Source: an optimization exercise on an open RTL-to-GDS flow (aim: small area, a short achievable clock period and few clock cycles per item). Production flows keep margins and buffers that such runs may drop. The RTL was checked by simulation tests, not by an equivalence proof against the original design.

==> flow/design.v (outline; a module is shown in full before it is edited, if it fits) <==
// module fir_mac_seq: 5463 lines
// module fir_sat: 7 lines
// module fir_fa: 4 lines
// module fir_fa1: 4 lines
// module fir_ha: 4 lines
// module fir_ppbit: 5 lines
// module fir_ppbit0: 5 lines
// module fir_and2: 3 lines
// module fir_ao22: 3 lines
// module fir_xor2: 3 lines
module fir_mac_seq #(
  parameter int DW    = 16,
  parameter int CW    = 16,
  parameter int TAPS  = 8,
  parameter int SHIFT = 15
) (
  input  logic                      clk,
  input  logic                      reset,
  input  logic                      in_valid,
  output logic                      in_ready,
  input  logic [DW-1:0]             x_in,
  input  logic                      mode,
  input  logic                      coef_we,
  input  logic                      coef_sel,
  input  logic [$clog2(TAPS)-1:0]   coef_addr,
  input  logic [CW-1:0]             coef_data,
  output logic                      coef_err,
  output logic                      out_valid,
  input  logic                      out_ready,
  output logic [DW-1:0]             y_out,
  output logic                      out_sat
);
  // ...
==> flow/flow/run.sh <==
#!/bin/bash
set -euo pipefail
knobs='SETUP_SLACK_MARGIN=7.3 "BUFFER_PORTS_ARGS=-buffer_cell sky130_fd_sc_hd__buf_2" "CTS_ARGS=-sink_clustering_enable -repair_clock_nets -dont_use_dummy_load"'
sed "s|\"\${@:-finish}\"|$knobs \"\${@:-finish}\"|" standard.sh > standard_tuned.sh
grep -q 'SETUP_SLACK_MARGIN=7.3' standard_tuned.sh
bash standard_tuned.sh finish > flow.log 2>&1
==> flow/standard.sh <==
#!/bin/bash
# synth_recipe.tcl (not shown) runs the flow's synth.tcl, then flattens the netlist and writes it again
# the make line also repeats each setting of config.mk as NAME=value (left out here)
make -C /OpenROAD-flow-scripts/flow DESIGN_CONFIG=/design/flow/config.mk WORK_HOME=/design/flow/orfs CLKGATE_MAP_FILE= SYNTH_SCRIPT=/design/flow/synth_recipe.tcl "${@:-finish}"
==> flow/config.mk <==
export PLATFORM = sky130hd
export DESIGN_NAME = fir_mac_seq
export DESIGN_NICKNAME = fir_mac_seq
export VERILOG_FILES = /design/flow/design.v
export SDC_FILE = /design/flow/constraint.sdc
export NUM_CORES = 4
export LEC_CHECK = 0
export CAP_MARGIN = 20
export CORE_MARGIN = 2
export CORE_UTILIZATION = 60
export SLEW_MARGIN = 20
export SYNTH_HIERARCHICAL = 1
export SYNTH_MINIMUM_KEEP_SIZE = 0
==> flow/constraint.sdc <==
create_clock -name core_clock -period 11.0 [get_ports {clk}]
set_input_delay 2.2000 -clock core_clock [delete_from_list [all_inputs] [get_ports {clk}]]
set_output_delay 2.2000 -clock core_clock [all_outputs]
set_load 0.01 [all_outputs]
==> metrics.md, run 1 <==
| Metric | Value |
|---|---|
| Status | no timing/DRC/antenna violations |
| Placer Congestion | 1.05 |
| Crit. path cell count | 7 |
| Adder-cell share of the synthesized area | 31.3% |
| Clock buffer cells | 110 |
| Crit end category | flop |
| Hold Vio Cnt, Final | 0 |
| Data required, critical path | 11,600 ps |
| Area growth, synth to finish | 9.50% |
| Post-layout util | 66.2% |
| Maximum clock rate | 266 MHz |
| Synthesis Warnings | 8 |
| Worst min-delay path class | flop to flop |
| Crit-path cells | a22o_4 -> a22o_1 -> xor2_1 -> fa_1 -> fa_1 -> fa_1 -> fa_1 |
| Final setup margin | 7230 ps |
| Top-count cell post-synth | a22o_1 |
| Pins Over Slew Limit | 0 |
| Final net count | 6,553 |
| Met2 Resource Use GR | 61.5% |
| H-tree levels | 3 |
| Critical path launch point type | flop |
| Finish-stage setup viols | 0 |
| Top cell category | multi-input gates |
| Reg2reg setup slack | 7230 ps |
| Placed cell area | 75,300 um^2 |
| Synth top area share | 30.0% |
| Max Root-Sink Buffers | 3 |
| Yosys cell types | 81 |
| Post-CTS sizing | 204 |
| GRT Max-Usage Layer | met2 |
| Setup TNS | 0 ps |
| Die ar. | 124,000 um^2 |
| Crit path max fanout | 17 |
| Buf/Inv on CP | 0 |
| CTS Sinks | 994 |
| Mapped Cells | 5,117 |
| Global route overflow | 0 |
| Share of cell area taken by multi-input logic gates | 59.5% |
| # DRC | 0 |
Testbench counts, summed over its fixed seeds: cycles 2,088, items 2,048.
==> run 2: changes to the inputs <==
--- a/flow/design.v
+++ b/flow/design.v
@@ -171,7 +171,7 @@
   assign cs0 = ({16{sl1[0]}} & cf1[0]) | ({16{sl0[0]}} & cf0[0]);
   assign on0 = dly[0][7:0];
   assign tw0 = dly[0][15:8];
-  assign ng0 = dly[0][23:16];
+  assign ng0 = dly[0][23:16] & {8{dv[0]}};
   wire [16:0] xa0 = {cs0[15], cs0};
   wire [16:0] xb0 = {cs0, 1'b0};
   fir_ppbit0 upp0_0_0 (.on(on0[0]), .ng(ng0[0]), .xa(xa0[0]), .pp(pp0_0[0]));
@@ -313,7 +313,7 @@
   assign cs1 = ({16{sl1[1]}} & cf1[1]) | ({16{sl0[1]}} & cf0[1]);
   assign on1 = dly[1][7:0];
   assign tw1 = dly[1][15:8];
-  assign ng1 = dly[1][23:16];
+  assign ng1 = dly[1][23:16] & {8{dv[1]}};
   wire [16:0] xa1 = {cs1[15], cs1};
   wire [16:0] xb1 = {cs1, 1'b0};
   fir_ppbit0 upp1_0_0 (.on(on1[0]), .ng(ng1[0]), .xa(xa1[0]), .pp(pp1_0[0]));
@@ -455,7 +455,7 @@
   assign cs2 = ({16{sl1[2]}} & cf1[2]) | ({16{sl0[2]}} & cf0[2]);
   assign on2 = dly[2][7:0];
   assign tw2 = dly[2][15:8];
-  assign ng2 = dly[2][23:16];
+  assign ng2 = dly[2][23:16] & {8{dv[2]}};
   wire [16:0] xa2 = {cs2[15], cs2};
   wire [16:0] xb2 = {cs2, 1'b0};
   fir_ppbit0 upp2_0_0 (.on(on2[0]), .ng(ng2[0]), .xa(xa2[0]), .pp(pp2_0[0]));
@@ -597,7 +597,7 @@
   assign cs3 = ({16{sl1[3]}} & cf1[3]) | ({16{sl0[3]}} & cf0[3]);
   assign on3 = dly[3][7:0];
   assign tw3 = dly[3][15:8];
-  assign ng3 = dly[3][23:16];
+  assign ng3 = dly[3][23:16] & {8{dv[3]}};
   wire [16:0] xa3 = {cs3[15], cs3};
   wire [16:0] xb3 = {cs3, 1'b0};
   fir_ppbit0 upp3_0_0 (.on(on3[0]), .ng(ng3[0]), .xa(xa3[0]), .pp(pp3_0[0]));
@@ -739,7 +739,7 @@
   assign cs4 = ({16{sl1[4]}} & cf1[4]) | ({16{sl0[4]}} & cf0[4]);
   assign on4 = dly[4][7:0];
   assign tw4 = dly[4][15:8];
-  assign ng4 = dly[4][23:16];
+  assign ng4 = dly[4][23:16] & {8{dv[4]}};
   wire [16:0] xa4 = {cs4[15], cs4};
   wire [16:0] xb4 = {cs4, 1'b0};
   fir_ppbit0 upp4_0_0 (.on(on4[0]), .ng(ng4[0]), .xa(xa4[0]), .pp(pp4_0[0]));
@@ -881,7 +881,7 @@
   assign cs5 = ({16{sl1[5]}} & cf1[5]) | ({16{sl0[5]}} & cf0[5]);
   assign on5 = dly[5][7:0];
   assign tw5 = dly[5][15:8];
-  assign ng5 = dly[5][23:16];
+  assign ng5 = dly[5][23:16] & {8{dv[5]}};
   wire [16:0] xa5 = {cs5[15], cs5};
   wire [16:0] xb5 = {cs5, 1'b0};
   fir_ppbit0 upp5_0_0 (.on(on5[0]), .ng(ng5[0]), .xa(xa5[0]), .pp(pp5_0[0]));
@@ -1023,7 +1023,7 @@
   assign cs6 = ({16{sl1[6]}} & cf1[6]) | ({16{sl0[6]}} & cf0[6]);
   assign on6 = dly[6][7:0];
   assign tw6 = dly[6][15:8];
-  assign ng6 = dly[6][23:16];
+  assign ng6 = dly[6][23:16] & {8{dv[6]}};
   wire [16:0] xa6 = {cs6[15], cs6};
   wire [16:0] xb6 = {cs6, 1'b0};
   fir_ppbit0 upp6_0_0 (.on(on6[0]), .ng(ng6[0]), .xa(xa6[0]), .pp(pp6_0[0]));
@@ -1165,7 +1165,7 @@
   assign cs7 = ({16{sl1[7]}} & cf1[7]) | ({16{sl0[7]}} & cf0[7]);
   assign on7 = dly[7][7:0];
   assign tw7 = dly[7][15:8];
-  assign ng7 = dly[7][23:16];
+  assign ng7 = dly[7][23:16] & {8{dv[7]}};
   wire [16:0] xa7 = {cs7[15], cs7};
   wire [16:0] xb7 = {cs7, 1'b0};
   fir_ppbit0 upp7_0_0 (.on(on7[0]), .ng(ng7[0]), .xa(xa7[0]), .pp(pp7_0[0]));
==> run 2 against run 1 <==
Effect of this change: still clean; routed wire length up 8.5%; synthesized area up 0.55%; hold slack better by 1.7 ps; non-clock buffer count up 54; synthesized cell count up 1.3%; setup slack better by 14 ps; fmax up 0.37%.
==> metrics.md, run 2 <==
| Metric | Value |
|---|---|
| Status | no timing/DRC/antenna violations |
| Crit path max fanout | 18 (+1) |
| Global-route wire length before repair | 383,000 um |
| Die height | 353 um |
| Top flop regs | dly: 192 flops, cf0: 128 flops, cf1: 128 flops |
| FFs w/ async S/R, synth | 3.72% |
| DPL Wire Length | 213,000 um |
| Data required, critical path | 11,580 ps (-20 ps) |
| Yosys cell types | 81 (unchanged) |
| Top-count cell post-synth | a22o_1 |
| Routed vias/inst | 6.96 |
| Cell mode on critical path | fa_1 |
| Routed len/inst | 38.7 um |
| Area growth, synth to finish | 10.2% |
| CP arrival | 4330 ps |
| Synthesis Warnings | 8 (unchanged) |
| Max Root-Sink Buffers | 3 (unchanged) |
| EDFF count, synth | 550 |
| Worst-Margin Slew | 1100 ps |
| Most common flop cell mapped by yosys | edfxtp_1 |
| Most common cell after layout, fill and taps aside | xor2_1 |
| Synth top area share | 29.8% (-0.16 points) |
| Avg Inst Size Synth | 14.1 um^2 |
| Finish-stage setup viols | 0 (unchanged) |
| Maximum clock rate | 266 MHz (+0.37%) |
| Vias in the first global route | 49,579 |
| CTS Sinks | 994 (unchanged) |
| Dominant cell type by area after synthesis | fa_1 |
| RSZ-0062 raised after global routing | yes |
| Die ar. | 124,000 um^2 (+0.55%) |
| Placer Congestion | 1.07 (+2.0%) |
| Critical path launch point type | flop |
| Crit-path cells | and2_1 -> buf_6 -> fa_1 -> fa_1 -> fa_1 -> fa_1 -> fa_1 |
| Most frequent cells in the layout | 1,102 x xor2_1, 1,055 x fa_1, 1,051 x a22o_1 |
| Die span in x | 353 um |
| Final WL | 275,000 um |
| Max_slew headroom | 26.5% |
| H-tree levels | 3 (unchanged) |
| Sequential share of the synthesized area | 35.1% |
| Final period util | 34.1% |
| Clock Latency Late Sink | 750 ps |
| Minimum clock period | 3750 ps |
| Crit end category | flop |
| Pins Over Slew Limit | 0 (unchanged) |
| Final net count | 6,671 (+1.8%) |
| Post-Place Cells | 6,898 |
| Antenna violations before repair | 22 |
| Core Region | 120,000 um^2 |
| DR iter-0 viols | 6,362 |
| Worst min-delay path class | flop to flop |
| Largest net degree at the start of global routing | 142 |
| Post-CTS Hold Fix Bufs | 0 |
| Synth area leaders | fa_1 30%, edfxtp_1 23%, a22o_1 14%, xor2_1 13%, dfxtp_1 11% |
| Fin cells | 7,090 |
| Fillers | 8,813 |
| # rows | 127 |
| Max reg flops | 192 |
| Initial core utilization | 60.7% |
| Max cap viols | 0 |
| GRT Util Overall | 44.0% |
| Worst clock skew | 77.2 ps |
| Reg clk slew, reported paths | 70 ps |
| I/O Buffers | 61 |
| # DRC | 0 (unchanged) |
| CP peak stage delay | 610 ps |
| Clock root cell | clkbuf_16 |
| CTS tree | built |
| Slowest cell on crit path | fa_1 |
| Hold Vio Cnt, Final | 0 (unchanged) |
| Cell Area, Synth | 72,900 um^2 |
| Biggest register | dly |
| Crit Path Category | flop to flop |
| Setup TNS | 0 ps (unchanged) |
| Mapped Cells | 5,181 (+1.3%) |
| First-pass iteration count of the detailed router | 8 |
| Global route overflow | 0 (unchanged) |
| Layout cells sized above 1 | 11.6% |
| DR vias | 49,342 |
| Top Ports | 62 |
| Synthesized flop and latch total | 994 |
| Num CTS Buffers | 112 |
| Most frequent cells after synthesis | 1,152 x a22o_1, 1,104 x xor2_1, 1,086 x fa_1 |
| Antenna-violating nets left | 0 |
==> run 2: cell types whose count changed in the layout (fill, tap and decap cells not counted), sizes merged <==
cell	change
clkbuf	+3
diode	+7
buf	+53
and2	+64
nor2b	-1
a22o	-1
==> run 2: per-module statistics from Yosys (local to each module, per instance), a selection <==
module | flip-flops and latches | times used | cell area [um^2]
fir_mac_seq | 994 | 1 | 29800
fir_fa | 0 | 1085 | 20.0
fir_ao22 | 0 | 1024 | 8.76
fir_ha | 0 | 23 | 12.5
fir_xor2 | 0 | 1088 | 8.76
fir_sat | 0 | 1 | 1930
fir_and2 | 0 | 64 | 6.26
fir_fa1 | 0 | 9 | 27.5
==> run 2: final cells by class <==
cell class,count,area (um^2),area share (%)
clock buffer,112,2800,3.49
antenna,10,25.0,0.0312
inverter,130,489,0.609
tap,1612,2020,2.51
sequential,994,25700,32.0
multi-input combinational,4002,47500,59.2
timing repair buffer,230,1800,2.24
==> run 2: metrics by stage <==
stage | cell area [um^2] | setup WS, ps | util [%] | hold slack, ps
4_1_cts | 79400 | 7240 | 66.1 | 324
5_1_grt | 80300 | 7240 | 66.9 | 333
3_5_place_dp | 75800 | 6440 | 63.1 | 313
2_1_floorplan | 73000 | 6990 | - | 310
6_report | 80300 | 7250 | 66.9 | 324
3_3_place_gp | 75800 | 6480 | 63.1 | 311
==> run 2: kinds of logic after synthesis <==
kind of cell / count (synthesis) / synth area share [%]
AO/OA/AOI/OAI: 1293 / 15.2
adder cells (fa/ha/maj): 1159 / 31.1
XOR/XNOR: 1111 / 13.4
flip-flops: 994 / 35.1
AND/OR/NAND/NOR: 359 / 2.81
buffers and inverters: 187 / 1.10
multiplexers: 76 / 1.30
other: 2 / 0.0103
==> run 2: layer usage <==
layer | vias up | GRT usage (%) | share of wire [%]
met5 | - | 2.77 | 0.25
li1 | 19333 | - | -
met3 | 729 | 24.8 | 17
met4 | 30 | 14.2 | 4.1
met2 | 3677 | 64.3 | 43
met1 | 25573 | 55.3 | 36
==> run 2: worst paths after layout <==
kind,startpoint,end,slack [ps],cells past startpoint
max in group asynchronous,reset,dv[5],8830,2
setup reg to reg,dv[2],r1_63,7250,7
setup / recovery,dv[2],r1_63,7250,7
hold reg to reg,r1_2,r2_309,320,0
hold / removal,r1_2,r2_309,320,0
min in group asynchronous,reset,pv[1],1610,2
==> run 2: worst max-delay path: cells and delay by family, from the launching register on <==
kind                       cells  cell delay (ps)
buffers and inverters          1              260
and+or+nand+nor                1              190
adders and majority gates      5             2600
DFF                            1              520
==> run 2: timing repair <==
item	in CTS	in global routing
setup endpoints to repair	381	69
pin swaps	2	2
gates cloned	1	0
setup buffers	10	59
gates resized for setup	233	93
Testbench counts of run 2, summed over its fixed seeds: cycles 2,088, items 2,048.
==> run 3: changes to the inputs <==
==> flow/flow/run.sh (replaced) <==
#!/bin/bash
set -euo pipefail
knobs='SETUP_SLACK_MARGIN=7.2 "BUFFER_PORTS_ARGS=-buffer_cell sky130_fd_sc_hd__buf_2" "CTS_ARGS=-sink_clustering_enable -repair_clock_nets -dont_use_dummy_load"'
sed "s|\"\${@:-finish}\"|$knobs \"\${@:-finish}\"|" standard.sh > standard_tuned.sh
grep -q 'SETUP_SLACK_MARGIN=7.2' standard_tuned.sh
bash standard_tuned.sh finish > flow.log 2>&1
--- a/flow/config.mk
+++ b/flow/config.mk
@@ -7,7 +7,7 @@
 export LEC_CHECK = 0
 export CAP_MARGIN = 20
 export CORE_MARGIN = 2
-export CORE_UTILIZATION = 60
+export CORE_UTILIZATION = 55
 export SLEW_MARGIN = 20
 export SYNTH_HIERARCHICAL = 1
 export SYNTH_MINIMUM_KEEP_SIZE = 0
==> run 3 against run 2 <==
Effect of this change: still clean on timing, DRC and antenna; first-iteration DRC count down 0.13%; critical path depth is 1 higher; synthesized cell count stayed put; critical path type unchanged.
==> metrics.md, run 3 <==
| Metric | Value |
|---|---|
| Die height | 368 um (+4.4%) |
| Mapped Cells | 5,181 (unchanged) |
| Final WL | 282,000 um (+2.8%) |
| Top sig layer | met5 |
| Most frequent cells after synthesis | 1,152 x a22o_1, 1,104 x xor2_1, 1,086 x fa_1 |
| Num CTS Buffers | 112 (unchanged) |
| CTS tree | built |
| First-pass iteration count of the detailed router | 6 (-2) |
| Biggest register | dly |
| DR WL met2 | 120,000 um (+2.9%) |
| Clock root cell | clkbuf_16 |
| CP arrival | 4470 ps (+140 ps) |
| Largest net degree at the start of global routing | 122 (-14%) |
| Die span in x | 368 um (+4.4%) |
| Finish-stage setup viols | 0 (unchanged) |
| Initial core utilization | 55.4% (-5.2 points) |
| Cell mode on critical path | fa_1 |
| Top Ports | 62 (unchanged) |
| Yosys cell types | 81 (unchanged) |
| Worst r2r src | dv[1] |
| Final net count | 6,637 (-0.51%) |
| Global route overflow | 0 (unchanged) |
| Hold Vio Cnt, Final | 0 (unchanged) |
| Layout cells sized above 1 | 10.5% (-1.1 points) |
| Most common cell after layout, fill and taps aside | xor2_1 |
| RSZ-0062 raised after global routing | yes |
| Most common flop cell mapped by yosys | edfxtp_1 |
| Synth top area share | 29.8% (unchanged) |
| Maximum clock rate | 260 MHz (-2.6%) |
| Dominant cell type by area after synthesis | fa_1 |
| Buf/Inv on CP | 2 (+1) |
| Min-delay src | r1_1 |
| DPL Wire Length | 217,000 um (+2.2%) |
| CTS Sinks | 994 (unchanged) |
| Final period util | 35.0% (+0.91 points) |
| Most frequent cells in the layout | 1,102 x xor2_1, 1,070 x fa_1, 1,056 x a22o_1 |
| Crit. path cell count | 8 (+1) |
| Hold Path Depth | 0 (unchanged) |
| I/O Buffers | 61 (unchanged) |
| Critical path launch point type | flop |
| Antenna-violating nets left | 0 (unchanged) |
| Synthesis Warnings | 8 (unchanged) |
| Metal1 wirelength | 108,000 um (+8.3%) |
| Global-route wire length before repair | 392,000 um (+2.5%) |
| Max cap viols | 0 (unchanged) |
| Worst min-delay path class | flop to flop |
| Crit-path cells | buf_4 -> and2_1 -> buf_6 -> fa_2 -> fa_1 -> fa_1 -> fa_1 -> fa_1 |
| Crit path from | dv[1] |
| Setup TNS | 0 ps (unchanged) |
| Clock Latency Late Sink | 750 ps (about the same) |
| Vias in the first global route | 49,245 (-0.67%) |
| EDFF count, synth | 550 (unchanged) |
| Sequential share of the synthesized area | 35.1% (unchanged) |
| Max reg flops | 192 (unchanged) |
| Reg2reg setup slack | 7150 ps (-100 ps) |
| Wire length on met3 | 44,400 um (-4.1%) |
| # DRC | 0 (unchanged) |
| CP peak stage delay | 860 ps (+250 ps) |
| Placer Congestion | 1.06 (-1.2%) |
| Reg2Reg Depth | 8 (+1) |
| FFs w/ async S/R, synth | 3.72% (unchanged) |
| Crit Path Category | flop to flop |
| Cell Area, Synth | 72,900 um^2 (unchanged) |
| Crit path max fanout | 18 (unchanged) |
| Minimum clock period | 3850 ps (+99.8 ps) |
| Routed len/inst | 39.2 um (+1.3%) |
| Pins Over Slew Limit | 0 (unchanged) |
| Post-layout util | 60.7% (-6.2 points) |
| GRT Util Overall | 41.6% (-2.4 points) |
| Top flop regs | dly: 192 flops, cf0: 128 flops, cf1: 128 flops |
| Post-CTS Hold Fix Bufs | 0 (unchanged) |
| Synth area leaders | fa_1 30%, edfxtp_1 23%, a22o_1 14%, xor2_1 13%, dfxtp_1 11% |
| DR vias | 48,795 (-1.1%) |
| H-tree levels | 3 (unchanged) |
| Slowest cell on crit path | fa_1 |
| Status | no timing/DRC/antenna violations |
| Max Root-Sink Buffers | 3 (unchanged) |
| Synthesized flop and latch total | 994 (unchanged) |
| DR iter-0 viols | 6,354 (-0.13%) |
| Avg Inst Size Synth | 14.1 um^2 (unchanged) |
| Worst clock skew | 82.1 ps (+4.87 ps) |
| Top-count cell post-synth | a22o_1 |
| Reg clk slew, reported paths | 70 ps (about the same) |
| Area growth, synth to finish | 9.43% |
| Core Region | 131,000 um^2 (+9.4%) |
| CP endpoint | r1_139 |
| Routed vias/inst | 6.78 (-2.6%) |
| # rows | 133 (+4.7%) |
| Data required, critical path | 11,620 ps (+40 ps) |
| Crit end category | flop |
| Worst R2R End | r1_139 |
| Die ar. | 135,000 um^2 (+9.0%) |
| Antenna violations before repair | 12 (-45%) |
| Crit-path leading delay family | adder cells |
| Max_slew headroom | 11.8% (-15 points) |
| Worst-Margin Slew | 1320 ps (+220 ps) |
==> run 3: cell count changes in the layout (fill, tap and decap cells not counted), sizes merged <==
cell / previous run / this run
diode: 10 / 9
nor2b: 7 / 8
a22o: 1153 / 1152
inv: 129 / 130
buf: 229 / 196
clkbuf: 113 / 112
clkinv: 1 / 0
==> run 3: per-layer routing <==
metal | up-vias | track usage [%]
met3 | 619 | 21.3
met5 | - | 2.99
met1 | 25496 | 54.7
li1 | 19257 | -
met2 | 3399 | 60.6
met4 | 24 | 11.0
==> run 3: modules after synthesis (local to each module, per instance), a selection <==
module / times used / flip-flops and latches
fir_and2: 64 / 0
fir_ao22: 1024 / 0
fir_fa: 1085 / 0
fir_fa1: 9 / 0
fir_ha: 23 / 0
fir_mac_seq: 1 / 994
fir_sat: 1 / 0
fir_xor2: 1088 / 0
==> run 3: cell type report <==
cell class / instances / area, um^2
Timing Repair Buffer: 196 / 1410
Tap cell: 1755 / 2200
Inverter: 130 / 488
Sequential cell: 994 / 25600
Antenna cell: 9 / 22.5
Multi-Input combinational cell: 4002 / 47200
Fill cell: 10420 / 51700
Clock buffer: 112 / 2800
==> run 3: cells by family (layout without fill, tap and decap cells) <==
logic type	after synthesis	in the layout	share of synthesized area (%)
compound gates	1293	1293	15.2
xor+xnor	1111	1111	13.4
fa+ha+maj	1159	1159	31.1
buf+inv	187	438	1.10
flops	994	994	35.1
mux	76	76	1.30
other cells	2	12	0.0103
simple gates	359	360	2.81
==> run 3: worst reg2reg max path, stage by stage (launching register included) <==
cell     delay, ps
dfrtp_2        480
buf_4          220
and2_1         170
buf_6          180
fa_2           400
fa_1           480
fa_1           430
fa_1           870
fa_1           500
==> run 3: worst min path at each step <==
stage                         to
after global placement    r2_310
after detailed placement  r2_310
after floorplan           r2_307
after global routing      r2_308
after CTS                 r2_308
final                     r2_308
==> run 3: timing repair <==
item / 4_1_cts / 5_1_grt
buffers inserted: 0 / 11
pin swaps: 0 / 3
gates resized for setup: 179 / 55
endpoints found under the setup margin: 260 / 140
cloned: 0 / 1
==> run 3: through the flow <==
step / hold slack, ps / setup slack [ps] / std cells / cell area, um^2
after floorplan: 310 / 7040 / 5182 / 73000
after global placement: 312 / 6510 / 7065 / 76100
after detailed placement: 316 / 6500 / 7065 / 76100
after CTS: 325 / 7200 / 7177 / 79400
after global routing: 322 / 7120 / 7189 / 79700
final: 323 / 7150 / 7198 / 79700
==> run 4: changes to the inputs <==
==> flow/flow/run.sh (replaced) <==
#!/bin/bash
set -euo pipefail
knobs='SETUP_SLACK_MARGIN=7.0 "BUFFER_PORTS_ARGS=-buffer_cell sky130_fd_sc_hd__buf_2" "CTS_ARGS=-sink_clustering_enable -repair_clock_nets -dont_use_dummy_load"'
sed "s|\"\${@:-finish}\"|$knobs \"\${@:-finish}\"|" standard.sh > standard_tuned.sh
grep -q 'SETUP_SLACK_MARGIN=7.0' standard_tuned.sh
bash standard_tuned.sh finish > flow.log 2>&1
==> run 4 against run 3 <==
Effect of this change: hold slack improved by 2.3 ps; final area fell by 0.40%; global-route usage fell by 0.70 points; die area did not move; cell count fell by 0.15%; highest routed layer unchanged; critical path depth fell by 1; routed wire length fell by 2.2%; via count fell by 0.68%; non-clock buffer count fell by 13; still clean on timing, DRC and antenna; clock skew rose by 19 ps.
==> metrics.md, run 4 <==
| Metric | Value |
|---|---|
| Die span in x | 368 um (unchanged) |
| # rows | 133 (unchanged) |
| Most common cell after layout, fill and taps aside | xor2_1 |
| Synth area leaders | fa_1 30%, edfxtp_1 23%, a22o_1 14%, xor2_1 13%, dfxtp_1 11% |
| Max Root-Sink Buffers | 3 (unchanged) |
| Post-place setup slack | 5960 ps (-543 ps) |
| Most frequent cells after synthesis | 1,152 x a22o_1, 1,104 x xor2_1, 1,086 x fa_1 |
| Global-route wire length before repair | 386,000 um (-1.6%) |
| Worst-Margin Slew | 1100 ps (-224 ps) |
| FFs w/ async S/R, synth | 3.72% (unchanged) |
| Routed len/inst | 38.4 um (-2.0%) |
| CTS Sinks | 994 (unchanged) |
| Top-count cell post-synth | a22o_1 |
| DPL Wire Length | 214,000 um (-1.6%) |
| GRT Util Overall | 40.9% (-0.70 points) |
| First-pass iteration count of the detailed router | 6 (unchanged) |
| Cell Area, Synth | 72,900 um^2 (unchanged) |
| Layout cells sized above 1 | 9.89% (-0.60 points) |
| Clock root cell | clkbuf_16 |
| Synth top area share | 29.8% (unchanged) |
| Routed vias/inst | 6.74 (-0.53%) |
| Final WL | 276,000 um (-2.2%) |
| DR vias | 48,461 (-0.68%) |
| Die height | 368 um (unchanged) |
| Min-delay src | r1_0 |
| Worst r2r src | dv[4] |
| Post-CTS Hold Fix Bufs | 0 (unchanged) |
| Most common flop cell mapped by yosys | edfxtp_1 |
| # DRC | 0 (unchanged) |
| Avg Inst Size Synth | 14.1 um^2 (unchanged) |
| Fillers | 10,483 (+0.60%) |
| Worst clock skew | 101 ps (+18.7 ps) |
| Post CTS Setup Buffer Count | 0 (unchanged) |
| DR iter-0 viols | 5,484 (-14%) |
| Max_slew headroom | 26.7% (+15 points) |
| Crit end category | flop |
| Dominant cell type by area after synthesis | fa_1 |
| Area growth, synth to finish | 9.00% |
| Buf/Inv on CP | 1 (-1) |
| Crit-path leading delay family | adder cells |
| Yosys cell types | 81 (unchanged) |
| Reg clk slew, reported paths | 60 ps (about the same) |
| Final period util | 36.6% (+1.6 points) |
| Critical path launch point type | flop |
| Biggest register | dly |
| Hold Vio Cnt, Final | 0 (unchanged) |
| Core Region | 131,000 um^2 (unchanged) |
| Minimum clock period | 4030 ps (+175 ps) |
| Cell mode on critical path | fa_1 |
| Largest net degree at the start of global routing | 65 (-47%) |
| Final net count | 6,622 (-0.23%) |
| Worst min-delay path class | flop to flop |
| Finish-stage setup viols | 0 (unchanged) |
| Top flop regs | dly: 192 flops, cf0: 128 flops, cf1: 128 flops |
| Slowest cell on crit path | fa_1 |
| Top Ports | 62 (unchanged) |
| Die ar. | 135,000 um^2 (unchanged) |
| Setup TNS | 0 ps (unchanged) |
| Crit-path cells | and2_1 -> buf_4 -> fa_1 -> fa_1 -> fa_1 -> fa_1 -> fa_1 |
| RSZ-0062 raised after global routing | yes |
| Antenna violations before repair | 19 (+7) |
| H-tree levels | 3 (unchanged) |
| Max cap viols | 0 (unchanged) |
| Num CTS Buffers | 111 (-0.89%) |
| Status | no timing/DRC/antenna violations |
| Final setup margin | 6970 ps (-175 ps) |
| Global route overflow | 0 (unchanged) |
| Most frequent cells in the layout | 1,104 x xor2_1, 1,086 x fa_1, 1,053 x a22o_1 |
| Crit path from | dv[4] |
| CP peak stage delay | 740 ps (-120 ps) |
| Mapped Cells | 5,181 (unchanged) |
| Vias in the first global route | 48,991 (-0.52%) |
| CP arrival | 4600 ps (+130 ps) |
| Synthesized flop and latch total | 994 (unchanged) |
| Data required, critical path | 11,570 ps (-50 ps) |
| I/O Buffers | 61 (unchanged) |
| Crit path max fanout | 18 (unchanged) |
| Crit Path Category | flop to flop |
| Antenna-violating nets left | 0 (unchanged) |
| Synthesis Warnings | 8 (unchanged) |
| Max reg flops | 192 (unchanged) |
| Pins Over Slew Limit | 0 (unchanged) |
| CTS tree | built |
| Sequential share of the synthesized area | 35.1% (unchanged) |
| Maximum clock rate | 248 MHz (-4.3%) |
| Placer Congestion | 1.05 (-0.64%) |
| Initial core utilization | 55.4% (unchanged) |
| Clock Latency Late Sink | 780 ps (+30 ps) |
| EDFF count, synth | 550 (unchanged) |
-- run 4: cell types whose count changed in the layout (fill, tap and decap cells not counted), moves of 11 or more --
cell and delta:
fa_1 +16, fa_2 -16, buf_6 -16, a22o_4 -11, a22o_2 +14
-- run 4: kinds of logic (layout without fill, tap and decap cells) --
logic type | Yosys count | in the layout | share of synthesized area, %
compound gates | 1293 | 1293 | 15.2
xor+xnor | 1111 | 1111 | 13.4
fa+ha+maj | 1159 | 1159 | 31.1
buf+inv | 187 | 424 | 1.10
flops | 994 | 994 | 35.1
mux | 76 | 76 | 1.30
other cells | 2 | 16 | 0.0103
simple gates | 359 | 359 | 2.81
-- run 4: layout make-up --
type / instances / area [um^2] / share of cell area, %
flip-flops and latches: 994 / 25600 / 32.3
clock buffers: 111 / 2780 / 3.50
well taps: 1755 / 2200 / 2.76
diodes: 13 / 32.5 / 0.0410
inverters: 130 / 488 / 0.614
repair buffers: 183 / 1280 / 1.61
multi-input cells: 4001 / 47000 / 59.2
-- run 4: per-stage QoR --
step / area [um^2] / utilization [%] / hold slack (ps) / std cells
final: 79400 / 60.4 / 325 / 7187
after floorplan: 72900 / - / 310 / 5182
after global routing: 79400 / 60.4 / 344 / 7174
after global placement: 76000 / 57.8 / 314 / 7061
after detailed placement: 76100 / 57.9 / 312 / 7062
after CTS: 79200 / 60.3 / 326 / 7174
-- run 4: final timing paths --
| path | to | slack, ps | cells past startpoint |
|---|---|---|---|
| setup / recovery | r1_139 | 6970 | 7 |
| hold / removal | r2_307 | 330 | 0 |
| setup reg to reg | r1_139 | 6970 | 7 |
| hold reg to reg | r2_307 | 330 | 0 |
| max in group asynchronous | dv[4] | 8690 | 2 |
| min in group asynchronous | dv[7] | 1640 | 2 |
-- run 4: metal layers --
metal / vias to the layer above / wire length [um] / global-route usage [%]
met1: 25368 / 106000 / 53.0
met2: 3266 / 118000 / 60.2
li1: 19238 / - / -
met4: 24 / 8940 / 11.4
met5: - / 491 / 1.71
met3: 565 / 43200 / 21.1
-- run 4: timing repair --
| item | 4_1_cts | 5_1_grt |
|---|---|---|
| cloned | 1 | 0 |
| gates resized for setup | 149 | 36 |
| setup endpoints to repair | 242 | 66 |
| pin swaps | 0 | 1 |
-- run 4: modules after synthesis (local to each module, per instance), excerpt --
module	cells inside	flops+latches	copies in the design	cell area (um^2)
fir_fa	1	0	1085	20.0
fir_mac_seq	1583	994	1	29800
fir_ao22	1	0	1024	8.76
fir_fa1	5	0	9	27.5
fir_and2	1	0	64	6.26
fir_sat	269	0	1	1930
fir_ha	1	0	23	12.5
fir_xor2	1	0	1088	8.76
-- run 4: worst reg2reg max path: cells and delay by family (launching register included) --
family	cells	cell delay (ps)
flops	1	580
buf+inv	1	240
simple gates	1	190
fa+ha+maj	5	2790

==> afterwards: timing with drivers on the ports <==
The flow's constraints put no driver on any port. The routed layouts listed below were extracted and timed again, unchanged, in two steps. Step 1: set_driving_cell puts a clkbuf_16 on clk and a buf_2 on each other input, an assumption about the parent block. Step 2 moves the port delays by t, midway between the first and last clock arrival at a register: inputs arrive t later, outputs are due t later. That takes back most of the time a late clock gives input paths. Three values: ideal ports, drivers, drivers and shift; two values: the first two.
run	t (ns)	slack for setup (ns)	clock arrival spread, ns
run 1	0.781	7.234 / 7.234 / 6.651	0.094 / 0.094
run 2	0.791	7.247 / 7.247 / 6.554	0.077 / 0.077
run 3	0.788	7.148 / 7.148 / 6.442	0.083 / 0.083
run 4	0.811	6.973 / 6.973 / 6.323	0.101 / 0.101
After both steps every run listed still meets setup and hold. For run 3, which loses most, drivers alone change the setup slack by 0.000 ns; drivers and shift together by -0.706 ns.
